From an optimization exercise on the open Yosys and OpenROAD flow, aimed at small area and a short achievable clock period; shortcuts taken in it are not production practice. In this exercise RTL edits were held to simulation tests only and were not proved equivalent to the original. Power is estimated from default activity; no workload was simulated.

### flow/config.mk
export PLATFORM = sky130hd
export DESIGN_NAME = kws_preprocess_top
export DESIGN_NICKNAME = kws_preprocess_top
export VERILOG_FILES = /design/flow/design.v
export SDC_FILE = /design/flow/constraint.sdc
export NUM_CORES = 4
export LEC_CHECK = 0
export CAP_MARGIN = 20
export CORE_MARGIN = 2
export CORE_UTILIZATION = 40
export SLEW_MARGIN = 20
### flow/constraint.sdc
create_clock -name core_clock -period 10.0 [get_ports {hclk0}]
set_input_delay 2.0000 -clock core_clock [delete_from_list [all_inputs] [get_ports {hclk0}]]
set_output_delay 2.0000 -clock core_clock [all_outputs]
set_load 0.01 [all_outputs]
### flow/design.v
`timescale 1ns/100ps
package kws_pre_pkg;
  typedef logic [31:0]        word_t;          
  typedef logic signed [15:0] sample_t;        
  typedef logic [11:0]        addr_t;          
  localparam int unsigned n_coef     = 64;     
  localparam int unsigned coef_idx_w = 6;
  localparam int unsigned fifo_depth = 8;      
  localparam int unsigned fifo_ptr_w = 3;      
  localparam int unsigned count_w    = 4;      
  localparam int unsigned shift_w    = 4;
  typedef logic [coef_idx_w-1:0] coef_idx_t;
  typedef logic [count_w-1:0]    count_t;
  localparam addr_t ctrl_addr   = 12'h000;
  localparam addr_t status_addr = 12'h004;
  localparam addr_t data_addr   = 12'h008;     
  localparam addr_t result_addr = 12'h00C;     
  typedef struct packed {
    logic      wr_ctrl;
    logic      wr_data;
    logic      wr_coef;
    logic      rd_ctrl;
    logic      rd_status;
    logic      rd_result;
    coef_idx_t coef_idx;
  } reg_acc_t;
  typedef struct packed {
    logic               enable;
    logic [shift_w-1:0] shift;
    coef_idx_t          frame_len;
  } pre_cfg_t;
  typedef struct packed {
    sample_t value;
    logic    last;    
  } result_t;
endpackage
`timescale 1ns/100ps
module ahb_slave_port (
  input  logic                  hclk0,
  input  logic                  hrst_b0,
  input  logic                  hsel,
  input  logic [11:0]           haddr,
  input  logic [1:0]            htrans,
  input  logic                  hwrite,
  input  logic                  hready_in,
  output kws_pre_pkg::reg_acc_t reg_acc
);
  logic accept;      
  logic wr, rd;
  always_comb begin
    accept = hsel & hready_in & htrans[1];
    wr     = accept & hwrite;
    rd     = accept & ~hwrite;
  end
  always_ff @(posedge hclk0 or negedge hrst_b0) begin
    if (!hrst_b0) begin
      reg_acc.wr_ctrl   <= 1'b0;
      reg_acc.wr_data   <= 1'b0;
      reg_acc.wr_coef   <= 1'b0;
      reg_acc.rd_result <= 1'b0;
    end else begin
      reg_acc.wr_ctrl   <= wr & (haddr == kws_pre_pkg::ctrl_addr);
      reg_acc.wr_data   <= wr & (haddr == kws_pre_pkg::data_addr);
      reg_acc.wr_coef   <= wr & (haddr[11:8] == 4'h1);
      reg_acc.rd_result <= rd & (haddr == kws_pre_pkg::result_addr);
    end
  end
  always_ff @(posedge hclk0) begin
    reg_acc.rd_ctrl   <= rd & (haddr == kws_pre_pkg::ctrl_addr);
    reg_acc.rd_status <= rd & (haddr == kws_pre_pkg::status_addr);
    reg_acc.coef_idx  <= haddr[7:2];
  end
endmodule
`timescale 1ns/100ps
module pre_regs (
  input  logic                   hclk0,
  input  logic                   hrst_b0,
  input  kws_pre_pkg::reg_acc_t  reg_acc,
  input  logic [31:0]            hwdata,
  output kws_pre_pkg::word_t     hrdata,
  output kws_pre_pkg::pre_cfg_t  cfg,
  output logic                   sample_push,
  input  logic                   in_full,
  input  kws_pre_pkg::count_t    in_count,
  output logic                   result_pop,
  input  kws_pre_pkg::result_t   result,
  input  kws_pre_pkg::count_t    out_count,
  input  logic                   out_empty
);
  logic               overflow_q;     
  kws_pre_pkg::word_t rd_word;
  always_comb begin
    sample_push = reg_acc.wr_data & ~in_full;               
    result_pop  = reg_acc.rd_result & ~out_empty;
  end
  always_ff @(posedge hclk0 or negedge hrst_b0) begin
    if (!hrst_b0) begin
      cfg        <= '0;
      overflow_q <= 1'b0;
    end else begin
      if (reg_acc.wr_ctrl) begin
        cfg.enable    <= hwdata[0];
        cfg.shift     <= hwdata[7:4];
        cfg.frame_len <= hwdata[21:16];
      end
      if (reg_acc.wr_data && in_full) begin
        overflow_q <= 1'b1;
      end else if (reg_acc.wr_ctrl && hwdata[1]) begin
        overflow_q <= 1'b0;                                 
      end
    end
  end
  always_comb begin
    rd_word = '0;
    if (reg_acc.rd_ctrl) begin
      rd_word[0]     = cfg.enable;
      rd_word[7:4]   = cfg.shift;
      rd_word[21:16] = cfg.frame_len;
    end
    if (reg_acc.rd_status) begin
      rd_word[3:0]   = in_count;
      rd_word[11:8]  = out_count;
      rd_word[16]    = overflow_q;
    end
    if (reg_acc.rd_result && !out_empty) begin
      rd_word[31]    = 1'b1;
      rd_word[30]    = result.last;
      rd_word[29:0]  = {{14{result.value[15]}}, result.value};    
    end
  end
  always_ff @(posedge hclk0) begin
    hrdata <= rd_word;
  end
endmodule
`timescale 1ns/100ps
module coef_ram (
  input  logic                   hclk0,
  input  logic                   wr_en,
  input  kws_pre_pkg::coef_idx_t wr_index,
  input  kws_pre_pkg::sample_t   wr_value,
  input  kws_pre_pkg::coef_idx_t rd_index,
  output kws_pre_pkg::sample_t   rd_value
);
  kws_pre_pkg::sample_t mem [kws_pre_pkg::n_coef];
  always_ff @(posedge hclk0) begin
    if (wr_en) begin
      mem[wr_index] <= wr_value;
    end
  end
  always_ff @(posedge hclk0) begin
    rd_value <= mem[rd_index];
  end
endmodule
`timescale 1ns/100ps
module stream_fifo #(
  parameter int unsigned width = 16
) (
  input  logic                hclk0,
  input  logic                hrst_b0,
  input  logic                push,
  input  logic [width-1:0]    push_data,
  input  logic                pop,
  output logic [width-1:0]    pop_data,
  output logic                full,
  output logic                empty,
  output kws_pre_pkg::count_t count
);
  logic [width-1:0]                     mem [kws_pre_pkg::fifo_depth];
  logic [kws_pre_pkg::fifo_ptr_w-1:0]   wr_ptr;
  logic [kws_pre_pkg::fifo_ptr_w-1:0]   rd_ptr;
  always_ff @(posedge hclk0 or negedge hrst_b0) begin
    if (!hrst_b0) begin
      wr_ptr <= '0;
      rd_ptr <= '0;
      count  <= '0;
    end else begin
      if (push) begin
        wr_ptr <= wr_ptr + 1'b1;
      end
      if (pop) begin
        rd_ptr <= rd_ptr + 1'b1;
      end
      if (push != pop) begin
        count <= push ? count + 1'b1 : count - 1'b1;
      end
    end
  end
  always_ff @(posedge hclk0) begin
    if (push) begin
      mem[wr_ptr] <= push_data;
    end
  end
  always_comb begin
    pop_data = mem[rd_ptr];
    full     = count[3];                                
    empty    = (count == '0);
  end
endmodule
`timescale 1ns/100ps
module window_engine (
  input  logic                   hclk0,
  input  logic                   hrst_b0,
  input  kws_pre_pkg::pre_cfg_t  cfg,
  input  kws_pre_pkg::sample_t   in_data,
  input  logic                   in_empty,
  output logic                   in_pop,
  output kws_pre_pkg::coef_idx_t coef_index,
  input  kws_pre_pkg::sample_t   coef_value,
  input  kws_pre_pkg::count_t    out_count,
  output logic                   out_push,
  output kws_pre_pkg::result_t   out_data
);
  kws_pre_pkg::coef_idx_t frame_idx;    
  logic                   frame_end;
  logic [4:0]             occupancy;    
  logic                   s1_valid;
  kws_pre_pkg::sample_t   s1_sample;
  logic                   s1_last;
  logic [31:0]            pp_sum, pp_carry;
  logic                   s2_valid;
  logic [31:0]            s2_sum, s2_carry;
  logic [3:0]             s2_shift;
  logic                   s2_last;
  logic signed [31:0]     product;
  logic signed [31:0]     shifted;
  kws_pre_pkg::sample_t   saturated;
  always_comb begin
    occupancy  = out_count + s1_valid + s2_valid;
    frame_end  = (frame_idx == cfg.frame_len);
    in_pop     = cfg.enable & ~in_empty & (occupancy < 5'(kws_pre_pkg::fifo_depth));
    coef_index = frame_idx;
  end
  always_ff @(posedge hclk0 or negedge hrst_b0) begin
    if (!hrst_b0) begin
      frame_idx <= '0;
      s1_valid  <= 1'b0;
      s2_valid  <= 1'b0;
    end else begin
      s1_valid <= in_pop;
      s2_valid <= s1_valid;
      if (!cfg.enable) begin
        frame_idx <= '0;
      end else if (in_pop) begin
        frame_idx <= frame_end ? '0 : frame_idx + 1'b1;
      end
    end
  end
  always_ff @(posedge hclk0) begin
    s1_sample <= in_data;
    s1_last   <= frame_end;
    s2_sum    <= pp_sum;
    s2_carry  <= pp_carry;
    s2_shift  <= cfg.shift;
    s2_last   <= s1_last;
  end
  kws_mul_csa u_mul (
    .x       (s1_sample),
    .y       (coef_value),
    .sum_o   (pp_sum),
    .carry_o (pp_carry)
  );
  always_comb begin
    product = s2_sum + s2_carry;
    shifted = product >>> s2_shift;
    if (shifted[31:15] == {17{shifted[31]}}) begin
      saturated = shifted[15:0];
    end else if (shifted[31]) begin
      saturated = 16'sh8000;
    end else begin
      saturated = 16'sh7FFF;
    end
    out_push       = s2_valid;
    out_data.value = saturated;
    out_data.last  = s2_last;
  end
endmodule
module kws_mul_csa (
  input  logic [15:0] x,         
  input  logic [15:0] y,         
  output logic [31:0] sum_o,
  output logic [31:0] carry_o
);
  logic [7:0] neg, one, two;
  logic [16:0] pp0;
  logic [16:0] pp1;
  logic [16:0] pp2;
  logic [16:0] pp3;
  logic [16:0] pp4;
  logic [16:0] pp5;
  logic [16:0] pp6;
  logic [16:0] pp7;
  assign neg[0] = y[1];
  assign one[0] = y[0] ^ 1'b0;
  assign two[0] = (y[1] & ~y[0] & ~1'b0) | (~y[1] & y[0] & 1'b0);
  assign pp0[0] = (one[0] & x[0]) ^ neg[0];
  assign pp0[1] = ((one[0] & x[1]) | (two[0] & x[0])) ^ neg[0];
  assign pp0[2] = ((one[0] & x[2]) | (two[0] & x[1])) ^ neg[0];
  assign pp0[3] = ((one[0] & x[3]) | (two[0] & x[2])) ^ neg[0];
  assign pp0[4] = ((one[0] & x[4]) | (two[0] & x[3])) ^ neg[0];
  assign pp0[5] = ((one[0] & x[5]) | (two[0] & x[4])) ^ neg[0];
  assign pp0[6] = ((one[0] & x[6]) | (two[0] & x[5])) ^ neg[0];
  assign pp0[7] = ((one[0] & x[7]) | (two[0] & x[6])) ^ neg[0];
  assign pp0[8] = ((one[0] & x[8]) | (two[0] & x[7])) ^ neg[0];
  assign pp0[9] = ((one[0] & x[9]) | (two[0] & x[8])) ^ neg[0];
  assign pp0[10] = ((one[0] & x[10]) | (two[0] & x[9])) ^ neg[0];
  assign pp0[11] = ((one[0] & x[11]) | (two[0] & x[10])) ^ neg[0];
  assign pp0[12] = ((one[0] & x[12]) | (two[0] & x[11])) ^ neg[0];
  assign pp0[13] = ((one[0] & x[13]) | (two[0] & x[12])) ^ neg[0];
  assign pp0[14] = ((one[0] & x[14]) | (two[0] & x[13])) ^ neg[0];
  assign pp0[15] = ((one[0] & x[15]) | (two[0] & x[14])) ^ neg[0];
  assign pp0[16] = ((one[0] & x[15]) | (two[0] & x[15])) ^ neg[0];
  assign neg[1] = y[3];
  assign one[1] = y[2] ^ y[1];
  assign two[1] = (y[3] & ~y[2] & ~y[1]) | (~y[3] & y[2] & y[1]);
  assign pp1[0] = (one[1] & x[0]) ^ neg[1];
  assign pp1[1] = ((one[1] & x[1]) | (two[1] & x[0])) ^ neg[1];
  assign pp1[2] = ((one[1] & x[2]) | (two[1] & x[1])) ^ neg[1];
  assign pp1[3] = ((one[1] & x[3]) | (two[1] & x[2])) ^ neg[1];
  assign pp1[4] = ((one[1] & x[4]) | (two[1] & x[3])) ^ neg[1];
  assign pp1[5] = ((one[1] & x[5]) | (two[1] & x[4])) ^ neg[1];
  assign pp1[6] = ((one[1] & x[6]) | (two[1] & x[5])) ^ neg[1];
  assign pp1[7] = ((one[1] & x[7]) | (two[1] & x[6])) ^ neg[1];
  assign pp1[8] = ((one[1] & x[8]) | (two[1] & x[7])) ^ neg[1];
  assign pp1[9] = ((one[1] & x[9]) | (two[1] & x[8])) ^ neg[1];
  assign pp1[10] = ((one[1] & x[10]) | (two[1] & x[9])) ^ neg[1];
  assign pp1[11] = ((one[1] & x[11]) | (two[1] & x[10])) ^ neg[1];
  assign pp1[12] = ((one[1] & x[12]) | (two[1] & x[11])) ^ neg[1];
  assign pp1[13] = ((one[1] & x[13]) | (two[1] & x[12])) ^ neg[1];
  assign pp1[14] = ((one[1] & x[14]) | (two[1] & x[13])) ^ neg[1];
  assign pp1[15] = ((one[1] & x[15]) | (two[1] & x[14])) ^ neg[1];
  assign pp1[16] = ((one[1] & x[15]) | (two[1] & x[15])) ^ neg[1];
  assign neg[2] = y[5];
  assign one[2] = y[4] ^ y[3];
  assign two[2] = (y[5] & ~y[4] & ~y[3]) | (~y[5] & y[4] & y[3]);
  assign pp2[0] = (one[2] & x[0]) ^ neg[2];
  assign pp2[1] = ((one[2] & x[1]) | (two[2] & x[0])) ^ neg[2];
  assign pp2[2] = ((one[2] & x[2]) | (two[2] & x[1])) ^ neg[2];
  assign pp2[3] = ((one[2] & x[3]) | (two[2] & x[2])) ^ neg[2];
  assign pp2[4] = ((one[2] & x[4]) | (two[2] & x[3])) ^ neg[2];
  assign pp2[5] = ((one[2] & x[5]) | (two[2] & x[4])) ^ neg[2];
  assign pp2[6] = ((one[2] & x[6]) | (two[2] & x[5])) ^ neg[2];
  assign pp2[7] = ((one[2] & x[7]) | (two[2] & x[6])) ^ neg[2];
  assign pp2[8] = ((one[2] & x[8]) | (two[2] & x[7])) ^ neg[2];
  assign pp2[9] = ((one[2] & x[9]) | (two[2] & x[8])) ^ neg[2];
  assign pp2[10] = ((one[2] & x[10]) | (two[2] & x[9])) ^ neg[2];
  assign pp2[11] = ((one[2] & x[11]) | (two[2] & x[10])) ^ neg[2];
  assign pp2[12] = ((one[2] & x[12]) | (two[2] & x[11])) ^ neg[2];
  assign pp2[13] = ((one[2] & x[13]) | (two[2] & x[12])) ^ neg[2];
  assign pp2[14] = ((one[2] & x[14]) | (two[2] & x[13])) ^ neg[2];
  assign pp2[15] = ((one[2] & x[15]) | (two[2] & x[14])) ^ neg[2];
  assign pp2[16] = ((one[2] & x[15]) | (two[2] & x[15])) ^ neg[2];
  assign neg[3] = y[7];
  assign one[3] = y[6] ^ y[5];
  assign two[3] = (y[7] & ~y[6] & ~y[5]) | (~y[7] & y[6] & y[5]);
  assign pp3[0] = (one[3] & x[0]) ^ neg[3];
  assign pp3[1] = ((one[3] & x[1]) | (two[3] & x[0])) ^ neg[3];
  assign pp3[2] = ((one[3] & x[2]) | (two[3] & x[1])) ^ neg[3];
  assign pp3[3] = ((one[3] & x[3]) | (two[3] & x[2])) ^ neg[3];
  assign pp3[4] = ((one[3] & x[4]) | (two[3] & x[3])) ^ neg[3];
  assign pp3[5] = ((one[3] & x[5]) | (two[3] & x[4])) ^ neg[3];
  assign pp3[6] = ((one[3] & x[6]) | (two[3] & x[5])) ^ neg[3];
  assign pp3[7] = ((one[3] & x[7]) | (two[3] & x[6])) ^ neg[3];
  assign pp3[8] = ((one[3] & x[8]) | (two[3] & x[7])) ^ neg[3];
  assign pp3[9] = ((one[3] & x[9]) | (two[3] & x[8])) ^ neg[3];
  assign pp3[10] = ((one[3] & x[10]) | (two[3] & x[9])) ^ neg[3];
  assign pp3[11] = ((one[3] & x[11]) | (two[3] & x[10])) ^ neg[3];
  assign pp3[12] = ((one[3] & x[12]) | (two[3] & x[11])) ^ neg[3];
  assign pp3[13] = ((one[3] & x[13]) | (two[3] & x[12])) ^ neg[3];
  assign pp3[14] = ((one[3] & x[14]) | (two[3] & x[13])) ^ neg[3];
  assign pp3[15] = ((one[3] & x[15]) | (two[3] & x[14])) ^ neg[3];
  assign pp3[16] = ((one[3] & x[15]) | (two[3] & x[15])) ^ neg[3];
  assign neg[4] = y[9];
  assign one[4] = y[8] ^ y[7];
  assign two[4] = (y[9] & ~y[8] & ~y[7]) | (~y[9] & y[8] & y[7]);
  assign pp4[0] = (one[4] & x[0]) ^ neg[4];
  assign pp4[1] = ((one[4] & x[1]) | (two[4] & x[0])) ^ neg[4];
  assign pp4[2] = ((one[4] & x[2]) | (two[4] & x[1])) ^ neg[4];
  assign pp4[3] = ((one[4] & x[3]) | (two[4] & x[2])) ^ neg[4];
  assign pp4[4] = ((one[4] & x[4]) | (two[4] & x[3])) ^ neg[4];
  assign pp4[5] = ((one[4] & x[5]) | (two[4] & x[4])) ^ neg[4];
  assign pp4[6] = ((one[4] & x[6]) | (two[4] & x[5])) ^ neg[4];
  assign pp4[7] = ((one[4] & x[7]) | (two[4] & x[6])) ^ neg[4];
  assign pp4[8] = ((one[4] & x[8]) | (two[4] & x[7])) ^ neg[4];
  assign pp4[9] = ((one[4] & x[9]) | (two[4] & x[8])) ^ neg[4];
  assign pp4[10] = ((one[4] & x[10]) | (two[4] & x[9])) ^ neg[4];
  assign pp4[11] = ((one[4] & x[11]) | (two[4] & x[10])) ^ neg[4];
  assign pp4[12] = ((one[4] & x[12]) | (two[4] & x[11])) ^ neg[4];
  assign pp4[13] = ((one[4] & x[13]) | (two[4] & x[12])) ^ neg[4];
  assign pp4[14] = ((one[4] & x[14]) | (two[4] & x[13])) ^ neg[4];
  assign pp4[15] = ((one[4] & x[15]) | (two[4] & x[14])) ^ neg[4];
  assign pp4[16] = ((one[4] & x[15]) | (two[4] & x[15])) ^ neg[4];
  assign neg[5] = y[11];
  assign one[5] = y[10] ^ y[9];
  assign two[5] = (y[11] & ~y[10] & ~y[9]) | (~y[11] & y[10] & y[9]);
  assign pp5[0] = (one[5] & x[0]) ^ neg[5];
  assign pp5[1] = ((one[5] & x[1]) | (two[5] & x[0])) ^ neg[5];
  assign pp5[2] = ((one[5] & x[2]) | (two[5] & x[1])) ^ neg[5];
  assign pp5[3] = ((one[5] & x[3]) | (two[5] & x[2])) ^ neg[5];
  assign pp5[4] = ((one[5] & x[4]) | (two[5] & x[3])) ^ neg[5];
  assign pp5[5] = ((one[5] & x[5]) | (two[5] & x[4])) ^ neg[5];
  assign pp5[6] = ((one[5] & x[6]) | (two[5] & x[5])) ^ neg[5];
  assign pp5[7] = ((one[5] & x[7]) | (two[5] & x[6])) ^ neg[5];
  assign pp5[8] = ((one[5] & x[8]) | (two[5] & x[7])) ^ neg[5];
  assign pp5[9] = ((one[5] & x[9]) | (two[5] & x[8])) ^ neg[5];
  assign pp5[10] = ((one[5] & x[10]) | (two[5] & x[9])) ^ neg[5];
  assign pp5[11] = ((one[5] & x[11]) | (two[5] & x[10])) ^ neg[5];
  assign pp5[12] = ((one[5] & x[12]) | (two[5] & x[11])) ^ neg[5];
  assign pp5[13] = ((one[5] & x[13]) | (two[5] & x[12])) ^ neg[5];
  assign pp5[14] = ((one[5] & x[14]) | (two[5] & x[13])) ^ neg[5];
  assign pp5[15] = ((one[5] & x[15]) | (two[5] & x[14])) ^ neg[5];
  assign pp5[16] = ((one[5] & x[15]) | (two[5] & x[15])) ^ neg[5];
  assign neg[6] = y[13];
  assign one[6] = y[12] ^ y[11];
  assign two[6] = (y[13] & ~y[12] & ~y[11]) | (~y[13] & y[12] & y[11]);
  assign pp6[0] = (one[6] & x[0]) ^ neg[6];
  assign pp6[1] = ((one[6] & x[1]) | (two[6] & x[0])) ^ neg[6];
  assign pp6[2] = ((one[6] & x[2]) | (two[6] & x[1])) ^ neg[6];
  assign pp6[3] = ((one[6] & x[3]) | (two[6] & x[2])) ^ neg[6];
  assign pp6[4] = ((one[6] & x[4]) | (two[6] & x[3])) ^ neg[6];
  assign pp6[5] = ((one[6] & x[5]) | (two[6] & x[4])) ^ neg[6];
  assign pp6[6] = ((one[6] & x[6]) | (two[6] & x[5])) ^ neg[6];
  assign pp6[7] = ((one[6] & x[7]) | (two[6] & x[6])) ^ neg[6];
  assign pp6[8] = ((one[6] & x[8]) | (two[6] & x[7])) ^ neg[6];
  assign pp6[9] = ((one[6] & x[9]) | (two[6] & x[8])) ^ neg[6];
  assign pp6[10] = ((one[6] & x[10]) | (two[6] & x[9])) ^ neg[6];
  assign pp6[11] = ((one[6] & x[11]) | (two[6] & x[10])) ^ neg[6];
  assign pp6[12] = ((one[6] & x[12]) | (two[6] & x[11])) ^ neg[6];
  assign pp6[13] = ((one[6] & x[13]) | (two[6] & x[12])) ^ neg[6];
  assign pp6[14] = ((one[6] & x[14]) | (two[6] & x[13])) ^ neg[6];
  assign pp6[15] = ((one[6] & x[15]) | (two[6] & x[14])) ^ neg[6];
  assign pp6[16] = ((one[6] & x[15]) | (two[6] & x[15])) ^ neg[6];
  assign neg[7] = y[15];
  assign one[7] = y[14] ^ y[13];
  assign two[7] = (y[15] & ~y[14] & ~y[13]) | (~y[15] & y[14] & y[13]);
  assign pp7[0] = (one[7] & x[0]) ^ neg[7];
  assign pp7[1] = ((one[7] & x[1]) | (two[7] & x[0])) ^ neg[7];
  assign pp7[2] = ((one[7] & x[2]) | (two[7] & x[1])) ^ neg[7];
  assign pp7[3] = ((one[7] & x[3]) | (two[7] & x[2])) ^ neg[7];
  assign pp7[4] = ((one[7] & x[4]) | (two[7] & x[3])) ^ neg[7];
  assign pp7[5] = ((one[7] & x[5]) | (two[7] & x[4])) ^ neg[7];
  assign pp7[6] = ((one[7] & x[6]) | (two[7] & x[5])) ^ neg[7];
  assign pp7[7] = ((one[7] & x[7]) | (two[7] & x[6])) ^ neg[7];
  assign pp7[8] = ((one[7] & x[8]) | (two[7] & x[7])) ^ neg[7];
  assign pp7[9] = ((one[7] & x[9]) | (two[7] & x[8])) ^ neg[7];
  assign pp7[10] = ((one[7] & x[10]) | (two[7] & x[9])) ^ neg[7];
  assign pp7[11] = ((one[7] & x[11]) | (two[7] & x[10])) ^ neg[7];
  assign pp7[12] = ((one[7] & x[12]) | (two[7] & x[11])) ^ neg[7];
  assign pp7[13] = ((one[7] & x[13]) | (two[7] & x[12])) ^ neg[7];
  assign pp7[14] = ((one[7] & x[14]) | (two[7] & x[13])) ^ neg[7];
  assign pp7[15] = ((one[7] & x[15]) | (two[7] & x[14])) ^ neg[7];
  assign pp7[16] = ((one[7] & x[15]) | (two[7] & x[15])) ^ neg[7];
  logic s0, c0;
  assign s0 = pp0[10] ^ pp1[8];
  assign c0 = pp0[10] & pp1[8];
  logic s1, c1;
  assign s1 = pp0[11] ^ pp1[9];
  assign c1 = pp0[11] & pp1[9];
  logic s2, c2;
  assign s2 = pp0[12] ^ pp1[10] ^ pp2[8];
  assign c2 = (pp0[12] & pp1[10]) | (pp0[12] & pp2[8]) | (pp1[10] & pp2[8]);
  logic s3, c3;
  assign s3 = pp3[6] ^ pp4[4];
  assign c3 = pp3[6] & pp4[4];
  logic s4, c4;
  assign s4 = pp0[13] ^ pp1[11] ^ pp2[9];
  assign c4 = (pp0[13] & pp1[11]) | (pp0[13] & pp2[9]) | (pp1[11] & pp2[9]);
  logic s5, c5;
  assign s5 = pp3[7] ^ pp4[5];
  assign c5 = pp3[7] & pp4[5];
  logic s6, c6;
  assign s6 = pp0[14] ^ pp1[12] ^ pp2[10];
  assign c6 = (pp0[14] & pp1[12]) | (pp0[14] & pp2[10]) | (pp1[12] & pp2[10]);
  logic s7, c7;
  assign s7 = pp3[8] ^ pp4[6] ^ pp5[4];
  assign c7 = (pp3[8] & pp4[6]) | (pp3[8] & pp5[4]) | (pp4[6] & pp5[4]);
  logic s8, c8;
  assign s8 = pp6[2] ^ pp7[0];
  assign c8 = pp6[2] & pp7[0];
  logic s9, c9;
  assign s9 = pp0[15] ^ pp1[13] ^ pp2[11];
  assign c9 = (pp0[15] & pp1[13]) | (pp0[15] & pp2[11]) | (pp1[13] & pp2[11]);
  logic s10, c10;
  assign s10 = pp3[9] ^ pp4[7] ^ pp5[5];
  assign c10 = (pp3[9] & pp4[7]) | (pp3[9] & pp5[5]) | (pp4[7] & pp5[5]);
  logic s11, c11;
  assign s11 = pp6[3] ^ pp7[1];
  assign c11 = pp6[3] & pp7[1];
  logic s12, c12;
  assign s12 = pp0[16] ^ pp1[14] ^ pp2[12];
  assign c12 = (pp0[16] & pp1[14]) | (pp0[16] & pp2[12]) | (pp1[14] & pp2[12]);
  logic s13, c13;
  assign s13 = pp3[10] ^ pp4[8] ^ pp5[6];
  assign c13 = (pp3[10] & pp4[8]) | (pp3[10] & pp5[6]) | (pp4[8] & pp5[6]);
  logic s14, c14;
  assign s14 = pp6[4] ^ pp7[2];
  assign c14 = pp6[4] & pp7[2];
  logic s15, c15;
  assign s15 = pp0[16] ^ pp1[15] ^ pp2[13];
  assign c15 = (pp0[16] & pp1[15]) | (pp0[16] & pp2[13]) | (pp1[15] & pp2[13]);
  logic s16, c16;
  assign s16 = pp3[11] ^ pp4[9] ^ pp5[7];
  assign c16 = (pp3[11] & pp4[9]) | (pp3[11] & pp5[7]) | (pp4[9] & pp5[7]);
  logic s17, c17;
  assign s17 = pp6[5] ^ pp7[3];
  assign c17 = pp6[5] & pp7[3];
  logic s18, c18;
  assign s18 = ~pp0[16] ^ ~pp1[16] ^ pp2[14];
  assign c18 = (~pp0[16] & ~pp1[16]) | (~pp0[16] & pp2[14]) | (~pp1[16] & pp2[14]);
  logic s19, c19;
  assign s19 = pp3[12] ^ pp4[10] ^ pp5[8];
  assign c19 = (pp3[12] & pp4[10]) | (pp3[12] & pp5[8]) | (pp4[10] & pp5[8]);
  logic s20, c20;
  assign s20 = pp6[6] ^ pp7[4];
  assign c20 = pp6[6] & pp7[4];
  logic s21, c21;
  assign s21 = 1'b1 ^ pp2[15] ^ pp3[13];
  assign c21 = (1'b1 & pp2[15]) | (1'b1 & pp3[13]) | (pp2[15] & pp3[13]);
  logic s22, c22;
  assign s22 = pp4[11] ^ pp5[9] ^ pp6[7];
  assign c22 = (pp4[11] & pp5[9]) | (pp4[11] & pp6[7]) | (pp5[9] & pp6[7]);
  logic s23, c23;
  assign s23 = ~pp2[16] ^ pp3[14] ^ pp4[12];
  assign c23 = (~pp2[16] & pp3[14]) | (~pp2[16] & pp4[12]) | (pp3[14] & pp4[12]);
  logic s24, c24;
  assign s24 = 1'b1 ^ pp3[15];
  assign c24 = 1'b1 & pp3[15];
  logic s25, c25;
  assign s25 = pp0[6] ^ pp1[4];
  assign c25 = pp0[6] & pp1[4];
  logic s26, c26;
  assign s26 = pp0[7] ^ pp1[5];
  assign c26 = pp0[7] & pp1[5];
  logic s27, c27;
  assign s27 = pp0[8] ^ pp1[6] ^ pp2[4];
  assign c27 = (pp0[8] & pp1[6]) | (pp0[8] & pp2[4]) | (pp1[6] & pp2[4]);
  logic s28, c28;
  assign s28 = pp3[2] ^ pp4[0];
  assign c28 = pp3[2] & pp4[0];
  logic s29, c29;
  assign s29 = pp0[9] ^ pp1[7] ^ pp2[5];
  assign c29 = (pp0[9] & pp1[7]) | (pp0[9] & pp2[5]) | (pp1[7] & pp2[5]);
  logic s30, c30;
  assign s30 = pp3[3] ^ pp4[1];
  assign c30 = pp3[3] & pp4[1];
  logic s31, c31;
  assign s31 = pp2[6] ^ pp3[4] ^ pp4[2];
  assign c31 = (pp2[6] & pp3[4]) | (pp2[6] & pp4[2]) | (pp3[4] & pp4[2]);
  logic s32, c32;
  assign s32 = pp5[0] ^ neg[5] ^ s0;
  assign c32 = (pp5[0] & neg[5]) | (pp5[0] & s0) | (neg[5] & s0);
  logic s33, c33;
  assign s33 = pp2[7] ^ pp3[5] ^ pp4[3];
  assign c33 = (pp2[7] & pp3[5]) | (pp2[7] & pp4[3]) | (pp3[5] & pp4[3]);
  logic s34, c34;
  assign s34 = pp5[1] ^ c0 ^ s1;
  assign c34 = (pp5[1] & c0) | (pp5[1] & s1) | (c0 & s1);
  logic s35, c35;
  assign s35 = pp5[2] ^ pp6[0] ^ neg[6];
  assign c35 = (pp5[2] & pp6[0]) | (pp5[2] & neg[6]) | (pp6[0] & neg[6]);
  logic s36, c36;
  assign s36 = c1 ^ s2 ^ s3;
  assign c36 = (c1 & s2) | (c1 & s3) | (s2 & s3);
  logic s37, c37;
  assign s37 = pp5[3] ^ pp6[1] ^ c2;
  assign c37 = (pp5[3] & pp6[1]) | (pp5[3] & c2) | (pp6[1] & c2);
  logic s38, c38;
  assign s38 = c3 ^ s4 ^ s5;
  assign c38 = (c3 & s4) | (c3 & s5) | (s4 & s5);
  logic s39, c39;
  assign s39 = neg[7] ^ c4 ^ c5;
  assign c39 = (neg[7] & c4) | (neg[7] & c5) | (c4 & c5);
  logic s40, c40;
  assign s40 = s6 ^ s7 ^ s8;
  assign c40 = (s6 & s7) | (s6 & s8) | (s7 & s8);
  logic s41, c41;
  assign s41 = c6 ^ c7 ^ c8;
  assign c41 = (c6 & c7) | (c6 & c8) | (c7 & c8);
  logic s42, c42;
  assign s42 = s9 ^ s10 ^ s11;
  assign c42 = (s9 & s10) | (s9 & s11) | (s10 & s11);
  logic s43, c43;
  assign s43 = c9 ^ c10 ^ c11;
  assign c43 = (c9 & c10) | (c9 & c11) | (c10 & c11);
  logic s44, c44;
  assign s44 = s12 ^ s13 ^ s14;
  assign c44 = (s12 & s13) | (s12 & s14) | (s13 & s14);
  logic s45, c45;
  assign s45 = c12 ^ c13 ^ c14;
  assign c45 = (c12 & c13) | (c12 & c14) | (c13 & c14);
  logic s46, c46;
  assign s46 = s15 ^ s16 ^ s17;
  assign c46 = (s15 & s16) | (s15 & s17) | (s16 & s17);
  logic s47, c47;
  assign s47 = c15 ^ c16 ^ c17;
  assign c47 = (c15 & c16) | (c15 & c17) | (c16 & c17);
  logic s48, c48;
  assign s48 = s18 ^ s19 ^ s20;
  assign c48 = (s18 & s19) | (s18 & s20) | (s19 & s20);
  logic s49, c49;
  assign s49 = pp7[5] ^ c18 ^ c19;
  assign c49 = (pp7[5] & c18) | (pp7[5] & c19) | (c18 & c19);
  logic s50, c50;
  assign s50 = c20 ^ s21 ^ s22;
  assign c50 = (c20 & s21) | (c20 & s22) | (s21 & s22);
  logic s51, c51;
  assign s51 = pp5[10] ^ pp6[8] ^ pp7[6];
  assign c51 = (pp5[10] & pp6[8]) | (pp5[10] & pp7[6]) | (pp6[8] & pp7[6]);
  logic s52, c52;
  assign s52 = c21 ^ c22 ^ s23;
  assign c52 = (c21 & c22) | (c21 & s23) | (c22 & s23);
  logic s53, c53;
  assign s53 = pp4[13] ^ pp5[11] ^ pp6[9];
  assign c53 = (pp4[13] & pp5[11]) | (pp4[13] & pp6[9]) | (pp5[11] & pp6[9]);
  logic s54, c54;
  assign s54 = pp7[7] ^ c23 ^ s24;
  assign c54 = (pp7[7] & c23) | (pp7[7] & s24) | (c23 & s24);
  logic s55, c55;
  assign s55 = ~pp3[16] ^ pp4[14] ^ pp5[12];
  assign c55 = (~pp3[16] & pp4[14]) | (~pp3[16] & pp5[12]) | (pp4[14] & pp5[12]);
  logic s56, c56;
  assign s56 = pp6[10] ^ pp7[8] ^ c24;
  assign c56 = (pp6[10] & pp7[8]) | (pp6[10] & c24) | (pp7[8] & c24);
  logic s57, c57;
  assign s57 = 1'b1 ^ pp4[15] ^ pp5[13];
  assign c57 = (1'b1 & pp4[15]) | (1'b1 & pp5[13]) | (pp4[15] & pp5[13]);
  logic s58, c58;
  assign s58 = pp6[11] ^ pp7[9];
  assign c58 = pp6[11] & pp7[9];
  logic s59, c59;
  assign s59 = ~pp4[16] ^ pp5[14] ^ pp6[12];
  assign c59 = (~pp4[16] & pp5[14]) | (~pp4[16] & pp6[12]) | (pp5[14] & pp6[12]);
  logic s60, c60;
  assign s60 = 1'b1 ^ pp5[15];
  assign c60 = 1'b1 & pp5[15];
  logic s61, c61;
  assign s61 = pp0[4] ^ pp1[2];
  assign c61 = pp0[4] & pp1[2];
  logic s62, c62;
  assign s62 = pp0[5] ^ pp1[3];
  assign c62 = pp0[5] & pp1[3];
  logic s63, c63;
  assign s63 = pp2[2] ^ pp3[0] ^ neg[3];
  assign c63 = (pp2[2] & pp3[0]) | (pp2[2] & neg[3]) | (pp3[0] & neg[3]);
  logic s64, c64;
  assign s64 = pp2[3] ^ pp3[1] ^ c25;
  assign c64 = (pp2[3] & pp3[1]) | (pp2[3] & c25) | (pp3[1] & c25);
  logic s65, c65;
  assign s65 = neg[4] ^ c26 ^ s27;
  assign c65 = (neg[4] & c26) | (neg[4] & s27) | (c26 & s27);
  logic s66, c66;
  assign s66 = c27 ^ c28 ^ s29;
  assign c66 = (c27 & c28) | (c27 & s29) | (c28 & s29);
  logic s67, c67;
  assign s67 = c29 ^ c30 ^ s31;
  assign c67 = (c29 & c30) | (c29 & s31) | (c30 & s31);
  logic s68, c68;
  assign s68 = c31 ^ c32 ^ s33;
  assign c68 = (c31 & c32) | (c31 & s33) | (c32 & s33);
  logic s69, c69;
  assign s69 = c33 ^ c34 ^ s35;
  assign c69 = (c33 & c34) | (c33 & s35) | (c34 & s35);
  logic s70, c70;
  assign s70 = c35 ^ c36 ^ s37;
  assign c70 = (c35 & c36) | (c35 & s37) | (c36 & s37);
  logic s71, c71;
  assign s71 = c37 ^ c38 ^ s39;
  assign c71 = (c37 & c38) | (c37 & s39) | (c38 & s39);
  logic s72, c72;
  assign s72 = c39 ^ c40 ^ s41;
  assign c72 = (c39 & c40) | (c39 & s41) | (c40 & s41);
  logic s73, c73;
  assign s73 = c41 ^ c42 ^ s43;
  assign c73 = (c41 & c42) | (c41 & s43) | (c42 & s43);
  logic s74, c74;
  assign s74 = c43 ^ c44 ^ s45;
  assign c74 = (c43 & c44) | (c43 & s45) | (c44 & s45);
  logic s75, c75;
  assign s75 = c45 ^ c46 ^ s47;
  assign c75 = (c45 & c46) | (c45 & s47) | (c46 & s47);
  logic s76, c76;
  assign s76 = c47 ^ c48 ^ s49;
  assign c76 = (c47 & c48) | (c47 & s49) | (c48 & s49);
  logic s77, c77;
  assign s77 = c49 ^ c50 ^ s51;
  assign c77 = (c49 & c50) | (c49 & s51) | (c50 & s51);
  logic s78, c78;
  assign s78 = c51 ^ c52 ^ s53;
  assign c78 = (c51 & c52) | (c51 & s53) | (c52 & s53);
  logic s79, c79;
  assign s79 = c53 ^ c54 ^ s55;
  assign c79 = (c53 & c54) | (c53 & s55) | (c54 & s55);
  logic s80, c80;
  assign s80 = c55 ^ c56 ^ s57;
  assign c80 = (c55 & c56) | (c55 & s57) | (c56 & s57);
  logic s81, c81;
  assign s81 = pp7[10] ^ c57 ^ c58;
  assign c81 = (pp7[10] & c57) | (pp7[10] & c58) | (c57 & c58);
  logic s82, c82;
  assign s82 = pp6[13] ^ pp7[11] ^ c59;
  assign c82 = (pp6[13] & pp7[11]) | (pp6[13] & c59) | (pp7[11] & c59);
  logic s83, c83;
  assign s83 = ~pp5[16] ^ pp6[14] ^ pp7[12];
  assign c83 = (~pp5[16] & pp6[14]) | (~pp5[16] & pp7[12]) | (pp6[14] & pp7[12]);
  logic s84, c84;
  assign s84 = 1'b1 ^ pp6[15];
  assign c84 = 1'b1 & pp6[15];
  logic s85, c85;
  assign s85 = pp0[2] ^ pp1[0];
  assign c85 = pp0[2] & pp1[0];
  logic s86, c86;
  assign s86 = pp0[3] ^ pp1[1];
  assign c86 = pp0[3] & pp1[1];
  logic s87, c87;
  assign s87 = pp2[0] ^ neg[2] ^ s61;
  assign c87 = (pp2[0] & neg[2]) | (pp2[0] & s61) | (neg[2] & s61);
  logic s88, c88;
  assign s88 = pp2[1] ^ c61 ^ s62;
  assign c88 = (pp2[1] & c61) | (pp2[1] & s62) | (c61 & s62);
  logic s89, c89;
  assign s89 = s25 ^ c62 ^ s63;
  assign c89 = (s25 & c62) | (s25 & s63) | (c62 & s63);
  logic s90, c90;
  assign s90 = s26 ^ c63 ^ s64;
  assign c90 = (s26 & c63) | (s26 & s64) | (c63 & s64);
  logic s91, c91;
  assign s91 = s28 ^ c64 ^ s65;
  assign c91 = (s28 & c64) | (s28 & s65) | (c64 & s65);
  logic s92, c92;
  assign s92 = s30 ^ c65 ^ s66;
  assign c92 = (s30 & c65) | (s30 & s66) | (c65 & s66);
  logic s93, c93;
  assign s93 = s32 ^ c66 ^ s67;
  assign c93 = (s32 & c66) | (s32 & s67) | (c66 & s67);
  logic s94, c94;
  assign s94 = s34 ^ c67 ^ s68;
  assign c94 = (s34 & c67) | (s34 & s68) | (c67 & s68);
  logic s95, c95;
  assign s95 = s36 ^ c68 ^ s69;
  assign c95 = (s36 & c68) | (s36 & s69) | (c68 & s69);
  logic s96, c96;
  assign s96 = s38 ^ c69 ^ s70;
  assign c96 = (s38 & c69) | (s38 & s70) | (c69 & s70);
  logic s97, c97;
  assign s97 = s40 ^ c70 ^ s71;
  assign c97 = (s40 & c70) | (s40 & s71) | (c70 & s71);
  logic s98, c98;
  assign s98 = s42 ^ c71 ^ s72;
  assign c98 = (s42 & c71) | (s42 & s72) | (c71 & s72);
  logic s99, c99;
  assign s99 = s44 ^ c72 ^ s73;
  assign c99 = (s44 & c72) | (s44 & s73) | (c72 & s73);
  logic s100, c100;
  assign s100 = s46 ^ c73 ^ s74;
  assign c100 = (s46 & c73) | (s46 & s74) | (c73 & s74);
  logic s101, c101;
  assign s101 = s48 ^ c74 ^ s75;
  assign c101 = (s48 & c74) | (s48 & s75) | (c74 & s75);
  logic s102, c102;
  assign s102 = s50 ^ c75 ^ s76;
  assign c102 = (s50 & c75) | (s50 & s76) | (c75 & s76);
  logic s103, c103;
  assign s103 = s52 ^ c76 ^ s77;
  assign c103 = (s52 & c76) | (s52 & s77) | (c76 & s77);
  logic s104, c104;
  assign s104 = s54 ^ c77 ^ s78;
  assign c104 = (s54 & c77) | (s54 & s78) | (c77 & s78);
  logic s105, c105;
  assign s105 = s56 ^ c78 ^ s79;
  assign c105 = (s56 & c78) | (s56 & s79) | (c78 & s79);
  logic s106, c106;
  assign s106 = s58 ^ c79 ^ s80;
  assign c106 = (s58 & c79) | (s58 & s80) | (c79 & s80);
  logic s107, c107;
  assign s107 = s59 ^ c80 ^ s81;
  assign c107 = (s59 & c80) | (s59 & s81) | (c80 & s81);
  logic s108, c108;
  assign s108 = s60 ^ c81 ^ s82;
  assign c108 = (s60 & c81) | (s60 & s82) | (c81 & s82);
  logic s109, c109;
  assign s109 = c60 ^ c82 ^ s83;
  assign c109 = (c60 & c82) | (c60 & s83) | (c82 & s83);
  logic s110, c110;
  assign s110 = pp7[13] ^ c83 ^ s84;
  assign c110 = (pp7[13] & c83) | (pp7[13] & s84) | (c83 & s84);
  logic s111, c111;
  assign s111 = ~pp6[16] ^ pp7[14] ^ c84;
  assign c111 = (~pp6[16] & pp7[14]) | (~pp6[16] & c84) | (pp7[14] & c84);
  logic s112, c112;
  assign s112 = 1'b1 ^ pp7[15];
  assign c112 = 1'b1 & pp7[15];
  assign sum_o[0] = pp0[0];
  assign carry_o[0] = neg[0];
  assign sum_o[1] = pp0[1];
  assign carry_o[1] = 1'b0;
  assign sum_o[2] = neg[1];
  assign carry_o[2] = s85;
  assign sum_o[3] = c85;
  assign carry_o[3] = s86;
  assign sum_o[4] = c86;
  assign carry_o[4] = s87;
  assign sum_o[5] = c87;
  assign carry_o[5] = s88;
  assign sum_o[6] = c88;
  assign carry_o[6] = s89;
  assign sum_o[7] = c89;
  assign carry_o[7] = s90;
  assign sum_o[8] = c90;
  assign carry_o[8] = s91;
  assign sum_o[9] = c91;
  assign carry_o[9] = s92;
  assign sum_o[10] = c92;
  assign carry_o[10] = s93;
  assign sum_o[11] = c93;
  assign carry_o[11] = s94;
  assign sum_o[12] = c94;
  assign carry_o[12] = s95;
  assign sum_o[13] = c95;
  assign carry_o[13] = s96;
  assign sum_o[14] = c96;
  assign carry_o[14] = s97;
  assign sum_o[15] = c97;
  assign carry_o[15] = s98;
  assign sum_o[16] = c98;
  assign carry_o[16] = s99;
  assign sum_o[17] = c99;
  assign carry_o[17] = s100;
  assign sum_o[18] = c100;
  assign carry_o[18] = s101;
  assign sum_o[19] = c101;
  assign carry_o[19] = s102;
  assign sum_o[20] = c102;
  assign carry_o[20] = s103;
  assign sum_o[21] = c103;
  assign carry_o[21] = s104;
  assign sum_o[22] = c104;
  assign carry_o[22] = s105;
  assign sum_o[23] = c105;
  assign carry_o[23] = s106;
  assign sum_o[24] = c106;
  assign carry_o[24] = s107;
  assign sum_o[25] = c107;
  assign carry_o[25] = s108;
  assign sum_o[26] = c108;
  assign carry_o[26] = s109;
  assign sum_o[27] = c109;
  assign carry_o[27] = s110;
  assign sum_o[28] = c110;
  assign carry_o[28] = s111;
  assign sum_o[29] = c111;
  assign carry_o[29] = s112;
  assign sum_o[30] = ~pp7[16];
  assign carry_o[30] = c112;
  assign sum_o[31] = 1'b1;
  assign carry_o[31] = 1'b0;
endmodule
`timescale 1ns/100ps
module kws_preprocess_top (
  input  logic                  hclk0,
  input  logic                  hrst_b0,
  input  logic                  hsel,
  input  logic [11:0]           haddr,
  input  logic [1:0]            htrans,
  input  logic                  hwrite,
  input  logic [31:0]           hwdata,
  input  logic                  hready_in,
  output logic [31:0]           hrdata
);
  kws_pre_pkg::reg_acc_t  reg_acc;
  kws_pre_pkg::pre_cfg_t  cfg;
  logic                   sample_push;
  logic                   in_full;
  logic                   in_empty;
  kws_pre_pkg::count_t    in_count;
  logic                   in_pop;
  kws_pre_pkg::sample_t   in_data;
  kws_pre_pkg::coef_idx_t coef_index;
  kws_pre_pkg::sample_t   coef_value;
  logic                   out_push;
  kws_pre_pkg::result_t   out_data;
  logic                   result_pop;
  kws_pre_pkg::result_t   result;
  kws_pre_pkg::count_t    out_count;
  logic                   out_empty;
  ahb_slave_port u_port (
    .hclk0     (hclk0),
    .hrst_b0   (hrst_b0),
    .hsel      (hsel),
    .haddr     (haddr),
    .htrans    (htrans),
    .hwrite    (hwrite),
    .hready_in (hready_in),
    .reg_acc   (reg_acc)
  );
  pre_regs u_regs (
    .hclk0       (hclk0),
    .hrst_b0     (hrst_b0),
    .reg_acc     (reg_acc),
    .hwdata      (hwdata),
    .hrdata      (hrdata),
    .cfg         (cfg),
    .sample_push (sample_push),
    .in_full     (in_full),
    .in_count    (in_count),
    .result_pop  (result_pop),
    .result      (result),
    .out_count   (out_count),
    .out_empty   (out_empty)
  );
  coef_ram u_coef (
    .hclk0    (hclk0),
    .wr_en    (reg_acc.wr_coef),
    .wr_index (reg_acc.coef_idx),
    .wr_value (hwdata[15:0]),
    .rd_index (coef_index),
    .rd_value (coef_value)
  );
  stream_fifo #(.width(16)) u_in_fifo (
    .hclk0     (hclk0),
    .hrst_b0   (hrst_b0),
    .push      (sample_push),
    .push_data (hwdata[15:0]),
    .pop       (in_pop),
    .pop_data  (in_data),
    .full      (in_full),
    .empty     (in_empty),
    .count     (in_count)
  );
  window_engine u_engine (
    .hclk0      (hclk0),
    .hrst_b0    (hrst_b0),
    .cfg        (cfg),
    .in_data    (in_data),
    .in_empty   (in_empty),
    .in_pop     (in_pop),
    .coef_index (coef_index),
    .coef_value (coef_value),
    .out_count  (out_count),
    .out_push   (out_push),
    .out_data   (out_data)
  );
  stream_fifo #(.width(17)) u_out_fifo (
    .hclk0     (hclk0),
    .hrst_b0   (hrst_b0),
    .push      (out_push),
    .push_data (out_data),
    .pop       (result_pop),
    .pop_data  (result),
    .full      (),
    .empty     (out_empty),
    .count     (out_count)
  );
endmodule
### flow/run.sh
#!/bin/bash
# synth_recipe.tcl (not shown) runs the flow's synth.tcl, then flattens the netlist and writes it again
# the make line also repeats each setting of config.mk as NAME=value (left out here)
make -C /OpenROAD-flow-scripts/flow DESIGN_CONFIG=/design/flow/config.mk WORK_HOME=/design/flow/orfs CLKGATE_MAP_FILE= SYNTH_SCRIPT=/design/flow/synth_recipe.tcl finish
==> results of run 1 <==
[placed cells by master (no fill, tap or decap), types with 20 or more instances in the layout]
master and instances:
edfxtp_1 1288, mux4_2 403, nand2_1 244, nor2_1 198, a21oi_1 196, o21ai_0 157, buf_4 148, clkbuf_16 147
dfxtp_1 125, inv_1 112, fa_1 87, mux2i_1 73, ha_1 61, nor2_2 57, o22ai_1 55, clkdlybuf4s50_1 54
nand3_1 51, mux2_2 43, xnor2_1 41, a211oi_1 40, maj3_1 38, dfrtp_1 38, clkbuf_1 37, clkinv_1 34
xor2_1 32, a221oi_1 30, o211ai_1 24, a22oi_1 22, nor3_1 20, clkinv_2 20
[sequential cells by signal (all words and copies together), names as in the netlist, 11 cells and up]
name and count:
u_coef.mem 1024, u_out_fifo.mem 136, u_in_fifo.mem 128, u_engine.s2_sum 31, u_engine.s2_carry 30, u_regs.hrdata 24, u_coef.rd_value 16, u_engine.s1_sample 16
u_port.reg_acc 12, u_regs.cfg 11
[logic make-up after synthesis]
kind of cell               count (synthesis)  synth area share, %
xor gates and xnor gates                  73                0.983
muxes                                    521                 15.9
adders and majority gates                186                 4.44
DFF                                     1463                 65.2
and+or+nand+nor                          692                 4.69
buffers and inverters                    425                 2.57
AOI/OAI and AO/OA                        648                 6.26
[layout make-up]
class                   count  share of cell area [%]
flip-flops and latches   1463                    57.9
multi-input cells        2120                    28.9
clock buffers             187                    5.27
well taps                2160                    3.69
repair buffers            222                    2.44
clock inverters            81                    1.23
inverters                 117                   0.599
diodes                      4                  0.0137
[per-layer routing]
metal	GRT usage [%]	up-vias	share of wire, %	wire [microns]
met5	0	-	0.011	18
met4	4.70	2	1.9	3050
met1	26.5	18700	43	67600
met3	2.41	197	5.6	8810
met2	31.1	1135	49	77300
li1	-	15900	-	-
[Yosys cell counts, types with 55 or more instances]
library cell,count
a21oi_1,196
mux2i_1,73
edfxtp_1,1288
fa_1,87
o21ai_0,157
clkbuf_1,211
buf_1,74
ha_1,61
nand2_1,244
o22ai_1,55
inv_1,112
mux4_2,403
dfxtp_1,131
nor2_1,256
[critical path: cells and delay by family (launching register included)]
| kind | cells | cell delay [ps] |
|---|---|---|
| adders and majority gates | 1 | 460 |
| AOI/OAI and AO/OA | 7 | 2250 |
| muxes | 1 | 710 |
| DFF | 1 | 300 |
| and+or+nand+nor | 3 | 1010 |
| buffers and inverters | 1 | 450 |
[where the power goes]
part           internal [mW]  switching (mW)
Clock                   3.01            2.36
Sequential              6.63         0.00341
Combinational         0.0180          0.0936
Total                   9.66            2.46
[through the flow]
step / total power, mW / hold slack, ps / util, %
after floorplan: 6.77 / 310 / -
after global placement: 6.87 / 369 / 42.6
after detailed placement: 6.88 / 360 / 42.6
after CTS: 12.2 / 337 / 45.5
after global routing: 12.5 / 345 / 45.5
final: 12.1 / 342 / 45.5
[worst max-delay path by stage]
stage | startpoint | endpoint | slack, ps | cells past startpoint
6_report | u_engine.s2_carry[10] | u_out_fifo.mem[0][14] | 4540 | 13
5_1_grt | u_engine.s2_carry[10] | u_out_fifo.mem[7][12] | 4230 | 13
4_1_cts | u_engine.s2_carry[10] | u_out_fifo.mem[7][12] | 4590 | 13
3_5_place_dp | u_engine.s2_carry[10] | u_out_fifo.mem[4][12] | 4580 | 13
3_3_place_gp | u_engine.s2_carry[10] | u_out_fifo.mem[4][13] | 4700 | 13
2_1_floorplan | u_engine.s2_carry[24] | u_out_fifo.mem[0][10] | 5890 | 17
==> impl_metrics.py, run 1 <==
metrics = {
    "run_status": {
        "status": "timing/DRC/antenna clean",
    },
    "timing": {
        "period_needed_ps": 5460,
        "drv_slew": 0,
        "fin_ws_ps": 4540,
        "fin_crit_sh_pct": 54.6,
        "fmax_mhz": 183,
        "tightest_slew_ps": 1150,
        "grt_setup_unrepaired": "no",
        "hold_viol_final": 0,
        "clock_skew_ps": 82.1,
        "setup_viol": 0,
        "tns_ps": 0,
        "slew_headroom_pct": 23.1,
    },
    "cts": {
        "cts_root_buf": "clkbuf_16",
        "hold_buffers": 0,
        "clock-sinks": 1463,
        "post_cts_buffers": 0,
        "cts_tree": "built",
        "cts-buffers-inserted": 147,
        "clkSlewWorstSetupHoldPaths_ps": 60,
        "postCtsResizedCells": 0,
        "clock_latency_ps": 790,
        "cts_buffer_depth": 3,
        "htreeDepth": 4,
    },
    "cells_and_area": {
        "fillCellCount": 13800,
        "regArea_sq_um": 42400,
        "drive_above_1_share_pct": 21.8,
        "fin_cells": 6354,
        "multi_input_area_sq_um": 21200,
        "area_growth_pct": 12.7,
        "design_area_sq_um": 73300,
        "fin_nets": 4270,
    },
    "yosys": {
        "syn_area_sq_um": 65000,
        "ys.warnings.count": 6,
        "ys_seq_area_share_pct": 65.2,
        "ys_seq_elements": 1463,
        "synth_top_cell_by_area": "edfxtp_1",
        "synth_nets": 4207,
        "synth_edf_count": 1288,
        "ys_types": 86,
        "syn_inst": 4008,
        "ys.flop_type": "edfxtp_1",
        "synthTopCellsByArea": "edfxtp_1 (59%), mux4_2 (14%), dfxtp_1 (4.0%)",
        "avgSynthCellArea_sq_um": 16.2,
        "synthArstFlopShare_pct": 3.01,
        "yosys.area.top_type_share_pct": 59.5,
    },
    "job": {
        "cap_violations": 0,
    },
    "setup_path": {
        "end_kind": "flop",
        "r2r_end": "u_out_fifo.mem[0][14]",
        "max_stage_delay_ps": 710,
        "crit_slowest_cell": "mux2i_1",
        "critical_path_required_ps": 10470,
        "crit_chain": "ha_1 -> nand4_1 -> nor3_1 -> a211oi_2 -> o211ai_1 -> a41o_1 -> inv_1 -> a22o_1 -> o31ai_1 -> o21ai_0 -> o32a_1 -> nor2_4 -> mux2i_1",
        "arrival_ps": 5930,
        "cp-start-kind": "flop",
        "cp_max_fo": 27,
        "reg2reg_depth": 13,
        "reg2reg_from": "u_engine.s2_carry[10]",
        "critPathKind": "reg -> reg",
        "rrSetupSlack_ps": 4540,
    },
    "die": {
        "start_util_pct": 40.4,
        "coreArea_sq_um": 161000,
        "die_h_microns": 407,
        "die_w_microns": 407,
        "pin_count": 83,
        "std_cell_rows": 147,
        "die_area_sq_um": 166000,
    },
    "global_route": {
        "grt_max_degree": 139,
        "grt_pass1_vias": 35500,
        "antenna_found_initial": 3,
        "grt_use_total_pct": 18.8,
        "grt_pass1_wl_mm": 235,
        "globalRouteOverflowTotal": 0,
    },
    "min_path": {
        "hold_path_class": "reg -> reg",
        "worstHoldPathCells": 0,
        "min_to": "u_engine.s2_last",
        "hp-start": "u_engine.s1_last",
    },
    "routing": {
        "wirelength_mm": 157,
        "drt_iter0_drc": 3393,
        "num_vias": 35900,
        "wl_per_cell_microns": 24.7,
        "antenna_left": 0,
        "via_per_inst": 5.65,
        "drc": 0,
        "first_pass_iters": 6,
    },
    "placed_design": {
        "placed_area_sq_um": 68500,
        "placed_cells": 6082,
        "io_buffers": 71,
        "dp_slack_ps": 4580,
        "gp_congestion": 0.841,
        "dp_hpwl_mm": 94.9,
    },
    "power_and_ir_drop": {
        "p_leak_nw": 23.6,
        "p_per_area_nw_per_um2": 165,
        "vdd.ir_drop.worst_v": 0.000165,
    },
}
==> run 2: changes to the inputs <==
--- a/flow/design.v
+++ b/flow/design.v
@@ -139,8 +139,11 @@
   input  kws_pre_pkg::coef_idx_t wr_index,
   input  kws_pre_pkg::sample_t   wr_value,
-  input  kws_pre_pkg::coef_idx_t rd_index,
+  input  logic [7:0]             rd_lo,       
+  input  logic [7:0]             rd_hi,       
   output kws_pre_pkg::sample_t   rd_value
 );
   kws_pre_pkg::sample_t mem [kws_pre_pkg::n_coef];
+  kws_pre_pkg::sample_t grp [8];
+  kws_pre_pkg::sample_t rd_mux;
   always_ff @(posedge hclk0) begin
     if (wr_en) begin
@@ -148,6 +151,16 @@
     end
   end
+  always_comb begin
+    rd_mux = '0;
+    for (int h = 0; h < 8; h++) begin
+      grp[h] = '0;
+      for (int l = 0; l < 8; l++) begin
+        grp[h] = grp[h] | (mem[8*h+l] & {16{rd_lo[l]}});
+      end
+      rd_mux = rd_mux | (grp[h] & {16{rd_hi[h]}});
+    end
+  end
   always_ff @(posedge hclk0) begin
-    rd_value <= mem[rd_index];
+    rd_value <= rd_mux;
   end
 endmodule
@@ -197,4 +210,51 @@
   end
 endmodule
+module result_queue (
+  input  logic                hclk0,
+  input  logic                hrst_b0,
+  input  logic                push,
+  input  logic [16:0]         push_data,
+  input  logic                pop,
+  output logic [16:0]         pop_data,
+  output logic                empty,
+  output kws_pre_pkg::count_t count
+);
+  logic [16:0] mem [kws_pre_pkg::fifo_depth];
+  logic [2:0]  wr_ptr;
+  logic [2:0]  rd_ptr;
+  logic        st_valid;
+  logic [2:0]  st_ptr;
+  logic [16:0] st_data;
+  always_ff @(posedge hclk0 or negedge hrst_b0) begin
+    if (!hrst_b0) begin
+      wr_ptr   <= '0;
+      rd_ptr   <= '0;
+      count    <= '0;
+      st_valid <= 1'b0;
+    end else begin
+      st_valid <= push;
+      if (push) begin
+        wr_ptr <= wr_ptr + 1'b1;
+      end
+      if (pop) begin
+        rd_ptr <= rd_ptr + 1'b1;
+      end
+      if (push != pop) begin
+        count <= push ? count + 1'b1 : count - 1'b1;
+      end
+    end
+  end
+  always_ff @(posedge hclk0) begin
+    st_data <= push_data;
+    st_ptr  <= wr_ptr;
+    if (st_valid) begin
+      mem[st_ptr] <= st_data;
+    end
+  end
+  always_comb begin
+    pop_data = (st_valid && st_ptr == rd_ptr) ? st_data : mem[rd_ptr];
+    empty    = (count == '0);
+  end
+endmodule
 `timescale 1ns/100ps
 module window_engine (
@@ -205,5 +265,6 @@
   input  logic                   in_empty,
   output logic                   in_pop,
-  output kws_pre_pkg::coef_idx_t coef_index,
+  output logic [7:0]             coef_lo,
+  output logic [7:0]             coef_hi,
   input  kws_pre_pkg::sample_t   coef_value,
   input  kws_pre_pkg::count_t    out_count,
@@ -211,5 +272,6 @@
   output kws_pre_pkg::result_t   out_data
 );
-  kws_pre_pkg::coef_idx_t frame_idx;    
+  logic [7:0]             fi_lo;
+  logic [7:0]             fi_hi;
   logic                   frame_end;
   logic [4:0]             occupancy;    
@@ -222,25 +284,33 @@
   logic [3:0]             s2_shift;
   logic                   s2_last;
-  logic signed [31:0]     product;
-  logic signed [31:0]     shifted;
+  logic [31:0]            product;
+  logic [15:0]            shifted;      
+  logic [15:0]            keep;         
+  logic                   fits;
   kws_pre_pkg::sample_t   saturated;
   always_comb begin
-    occupancy  = out_count + s1_valid + s2_valid;
-    frame_end  = (frame_idx == cfg.frame_len);
-    in_pop     = cfg.enable & ~in_empty & (occupancy < 5'(kws_pre_pkg::fifo_depth));
-    coef_index = frame_idx;
+    occupancy = out_count + s1_valid + s2_valid;
+    frame_end = fi_lo[cfg.frame_len[2:0]] & fi_hi[cfg.frame_len[5:3]];
+    in_pop    = cfg.enable & ~in_empty & (occupancy < 5'(kws_pre_pkg::fifo_depth));
+    coef_lo   = fi_lo;
+    coef_hi   = fi_hi;
   end
   always_ff @(posedge hclk0 or negedge hrst_b0) begin
     if (!hrst_b0) begin
-      frame_idx <= '0;
-      s1_valid  <= 1'b0;
-      s2_valid  <= 1'b0;
+      fi_lo    <= 8'h01;
+      fi_hi    <= 8'h01;
+      s1_valid <= 1'b0;
+      s2_valid <= 1'b0;
     end else begin
       s1_valid <= in_pop;
       s2_valid <= s1_valid;
-      if (!cfg.enable) begin
-        frame_idx <= '0;
+      if (!cfg.enable || (in_pop && frame_end)) begin
+        fi_lo <= 8'h01;
+        fi_hi <= 8'h01;
       end else if (in_pop) begin
-        frame_idx <= frame_end ? '0 : frame_idx + 1'b1;
+        fi_lo <= {fi_lo[6:0], fi_lo[7]};
+        if (fi_lo[7]) begin
+          fi_hi <= {fi_hi[6:0], fi_hi[7]};
+        end
       end
     end
@@ -262,11 +332,13 @@
   always_comb begin
     product = s2_sum + s2_carry;
-    shifted = product >>> s2_shift;
-    if (shifted[31:15] == {17{shifted[31]}}) begin
-      saturated = shifted[15:0];
-    end else if (shifted[31]) begin
-      saturated = 16'sh8000;
+    shifted = 16'(product[30:0] >> s2_shift);
+    for (int j = 0; j < 16; j++) begin
+      keep[j] = (j >= s2_shift) ? (product[15+j] ~^ product[31]) : 1'b1;
+    end
+    fits = &keep;
+    if (fits) begin
+      saturated = shifted;
     end else begin
-      saturated = 16'sh7FFF;
+      saturated = product[31] ? 16'sh8000 : 16'sh7FFF;
     end
     out_push       = s2_valid;
@@ -874,5 +946,6 @@
   logic                   in_pop;
   kws_pre_pkg::sample_t   in_data;
-  kws_pre_pkg::coef_idx_t coef_index;
+  logic [7:0]             coef_lo;
+  logic [7:0]             coef_hi;
   kws_pre_pkg::sample_t   coef_value;
   logic                   out_push;
@@ -912,5 +985,6 @@
     .wr_index (reg_acc.coef_idx),
     .wr_value (hwdata[15:0]),
-    .rd_index (coef_index),
+    .rd_lo    (coef_lo),
+    .rd_hi    (coef_hi),
     .rd_value (coef_value)
   );
@@ -933,5 +1007,6 @@
     .in_empty   (in_empty),
     .in_pop     (in_pop),
-    .coef_index (coef_index),
+    .coef_lo    (coef_lo),
+    .coef_hi    (coef_hi),
     .coef_value (coef_value),
     .out_count  (out_count),
@@ -939,5 +1014,5 @@
     .out_data   (out_data)
   );
-  stream_fifo #(.width(17)) u_out_fifo (
+  result_queue u_out_fifo (
     .hclk0     (hclk0),
     .hrst_b0   (hrst_b0),
@@ -946,5 +1021,4 @@
     .pop       (result_pop),
     .pop_data  (result),
-    .full      (),
     .empty     (out_empty),
     .count     (out_count)
==> impl_metrics.py, run 2 <==
metrics = {
    "setup_path": {
        "cp-start-kind": "flop",
        "timing.critical_path.mode_cell": "fa_1",
        "crit_slowest_cell": "nor2_1",
        "crit_chain": "buf_4 -> inv_1 -> nor2_1 -> a21oi_1 -> o221ai_1 -> fa_1 -> fa_1 -> fa_1 -> inv_1 -> fa_1",
        "max_stage_delay_ps": 930,
        "arrival_ps": 5230,
        "cp_max_fo": 34,
        "end_kind": "flop",
        "critPathKind": "reg -> reg",
        "critical_path_required_ps": 10620,
    },
    "yosys": {
        "avgSynthCellArea_sq_um": 14.2,
        "synthArstFlopShare_pct": 3.68,
        "synth_edf_count": 1288,
        "ys_seq_elements": 1494,
        "yosysMostFrequentCell": "edfxtp_1",
        "ys.flop_type": "edfxtp_1",
        "ys_seq_area_share_pct": 67.7,
        "ys.warnings.count": 7,
        "yosys.area.top_type_share_pct": 60.8,
        "ys_top_cells_by_count": "edfxtp_1 (1288), a22oi_1 (608), clkbuf_1 (300), nor2_1 (263), nand2_1 (236)",
        "syn_area_sq_um": 63600,
        "ys_types": 79,
        "synth_top_cell_by_area": "edfxtp_1",
        "syn_inst": 4486,
        "synthTopCellsByArea": "edfxtp_1 (61%), a22oi_1 (7.2%), dfxtp_1 (4.8%)",
        "synth_nets": 4684,
    },
    "cells_and_area": {
        "top_register": "u_coef.mem",
        "reg.largest.list": "u_coef.mem x1024, u_out_fifo.mem x136, u_in_fifo.mem x128",
        "area_growth_pct": 13.0,
        "largest_reg_flops": 1024,
        "final_cell_mix": "edfxtp_1 (1288), a22oi_1 (608), nand2_1 (236)",
        "fin_cells": 6681,
        "fin_nets": 4681,
        "final_common_cell": "edfxtp_1",
        "drive_above_1_share_pct": 12.4,
        "fillCellCount": 13900,
        "design_area_sq_um": 71900,
    },
    "cts": {
        "cts_buffer_depth": 3,
        "postCtsResizedCells": 0,
        "clock_latency_ps": 810,
        "clock-sinks": 1494,
        "clkSlewWorstSetupHoldPaths_ps": 60,
        "cts-buffers-inserted": 154,
        "cts_tree": "built",
        "cts_root_buf": "clkbuf_16",
        "hold_buffers": 0,
        "post_cts_buffers": 0,
        "htreeDepth": 4,
    },
    "routing": {
        "antenna_left": 0,
        "drt_iter0_drc": 5438,
        "first_pass_iters": 6,
        "wl_per_cell_microns": 26.5,
        "via_per_inst": 5.96,
        "num_vias": 39800,
        "wirelength_mm": 177,
        "drc": 0,
    },
    "power_and_ir_drop": {
        "p_per_area_nw_per_um2": 176,
        "vdd.ir_drop.worst_v": 0.000167,
        "p_leak_nw": 23.5,
    },
    "global_route": {
        "antenna_found_initial": 5,
        "globalRouteOverflowTotal": 0,
        "grt_use_total_pct": 21.4,
        "grt_max_degree": 103,
        "grt_pass1_vias": 38100,
        "grt_pass1_wl_mm": 259,
    },
    "die": {
        "coreArea_sq_um": 158000,
        "std_cell_rows": 146,
        "start_util_pct": 40.2,
        "pin_count": 83,
        "die_area_sq_um": 162000,
        "die_w_microns": 403,
        "die_h_microns": 403,
    },
    "timing": {
        "fmax_mhz": 217,
        "clock_skew_ps": 64.7,
        "drv_slew": 0,
        "slew_headroom_pct": 17.6,
        "grt_setup_unrepaired": "no",
        "tightest_slew_ps": 1230,
        "period_needed_ps": 4610,
        "fin_ws_ps": 5390,
        "setup_viol": 0,
        "fin_crit_sh_pct": 46.1,
        "tns_ps": 0,
        "hold_viol_final": 0,
        "timing.hold.ws_ps": 299,
    },
    "placed_design": {
        "gp_congestion": 0.868,
        "io_buffers": 71,
        "dp_hpwl_mm": 102,
        "placed_area_sq_um": 66600,
        "placed_cells": 6397,
        "dp_slack_ps": 5520,
    },
    "run_status": {
        "status": "timing/DRC/antenna clean",
    },
    "job": {
        "cap_violations": 0,
    },
    "min_path": {
        "hold_path_class": "reg -> reg",
    },
}
## run 2: cell types whose count changed in the layout (fill, tap and decap cells not counted), moves of 10 or more
cell	change
a21oi_1	+11
a22oi_1	+586
buf_4	-26
dfxtp_1	+18
maj3_1	-10
mux4_2	-327
nand4_1	+139
nor2_1	+25
nor2_2	-29
nor2_4	+10
o21ai_0	+14
o22ai_1	-21
## run 2: path summary, 6_finish.rpt
kind                                     from                     to  slack (ps)  cells after the start
max in group asynchronous             hrst_b0      u_engine.fi_lo[5]        8000                      1
min in group asynchronous             hrst_b0   u_out_fifo.wr_ptr[1]        1340                      1
hold / removal               u_engine.s2_last  u_out_fifo.st_data[0]         300                      0
setup / recovery           u_coef.rd_value[2]  u_engine.s2_carry[18]        5390                     10
setup reg to reg           u_coef.rd_value[2]  u_engine.s2_carry[18]        5390                     10
hold reg to reg              u_engine.s2_last  u_out_fifo.st_data[0]         300                      0
## run 2: cell type report
cell class,instances,area [sq um],share of cell area (%)
repair buffers,201,1690,2.35
flip-flops and latches,1494,43100,60.0
inverters,131,492,0.684
clock buffers,195,4140,5.76
multi-input cells,2501,18800,26.2
well taps,2072,2590,3.61
clock inverters,85,982,1.37
diodes,2,5.00,0.00696
## run 2: critical path, delay by kind of cell (launching register included)
| kind | cells | cell delay [ps] |
|---|---|---|
| DFF | 1 | 310 |
| buffers and inverters | 3 | 790 |
| AOI/OAI and AO/OA | 2 | 510 |
| adders and majority gates | 4 | 1930 |
| and+or+nand+nor | 1 | 930 |
## run 2: report_power, final
group          switching (mW)  leakage, nW  total, mW  internal (mW)
combinational           0.123         7.41      0.151         0.0280
clock                    2.48         2.48       5.76           3.28
sequential            0.00542         13.6       6.76           6.76
total                    2.61         23.5       12.7           10.1
## run 2: metrics by stage
stage | power (mW) | utilization [%]
final | 12.7 | 45.4
after global routing | 13.0 | 45.4
after CTS | 12.8 | 45.4
after detailed placement | 7.04 | 42.1
after global placement | 7.04 | 42.1
after floorplan | 6.92 | -
## run 2: logic make-up after synthesis
| group | share of synthesized area [%] |
|---|---|
| flip-flops | 67.7 |
| adder cells (fa/ha/maj) | 4.36 |
| AND/OR/NAND/NOR | 6.12 |
| AO/OA/AOI/OAI | 13.2 |
| XOR/XNOR | 0.991 |
| multiplexers | 4.59 |
| buffers and inverters | 2.97 |
## run 2: routing by layer
layer	share of wire [%]	vias up	routed length (microns)	track usage [%]
met5	0.0073	-	13	0
met4	2.7	2	4740	6.51
met3	8.6	295	15100	3.91
met2	46	1769	81600	33.3
met1	43	20200	75400	30.6
li1	-	17500	-	-

Check on run 2: ideal ports give 5.394 ns setup slack; a clkbuf_16 on the clock port and buf_2 on the inputs give 5.394 ns; moving port delays by the midpoint clock arrival (0.853 ns) as well gives 5.394 ns.
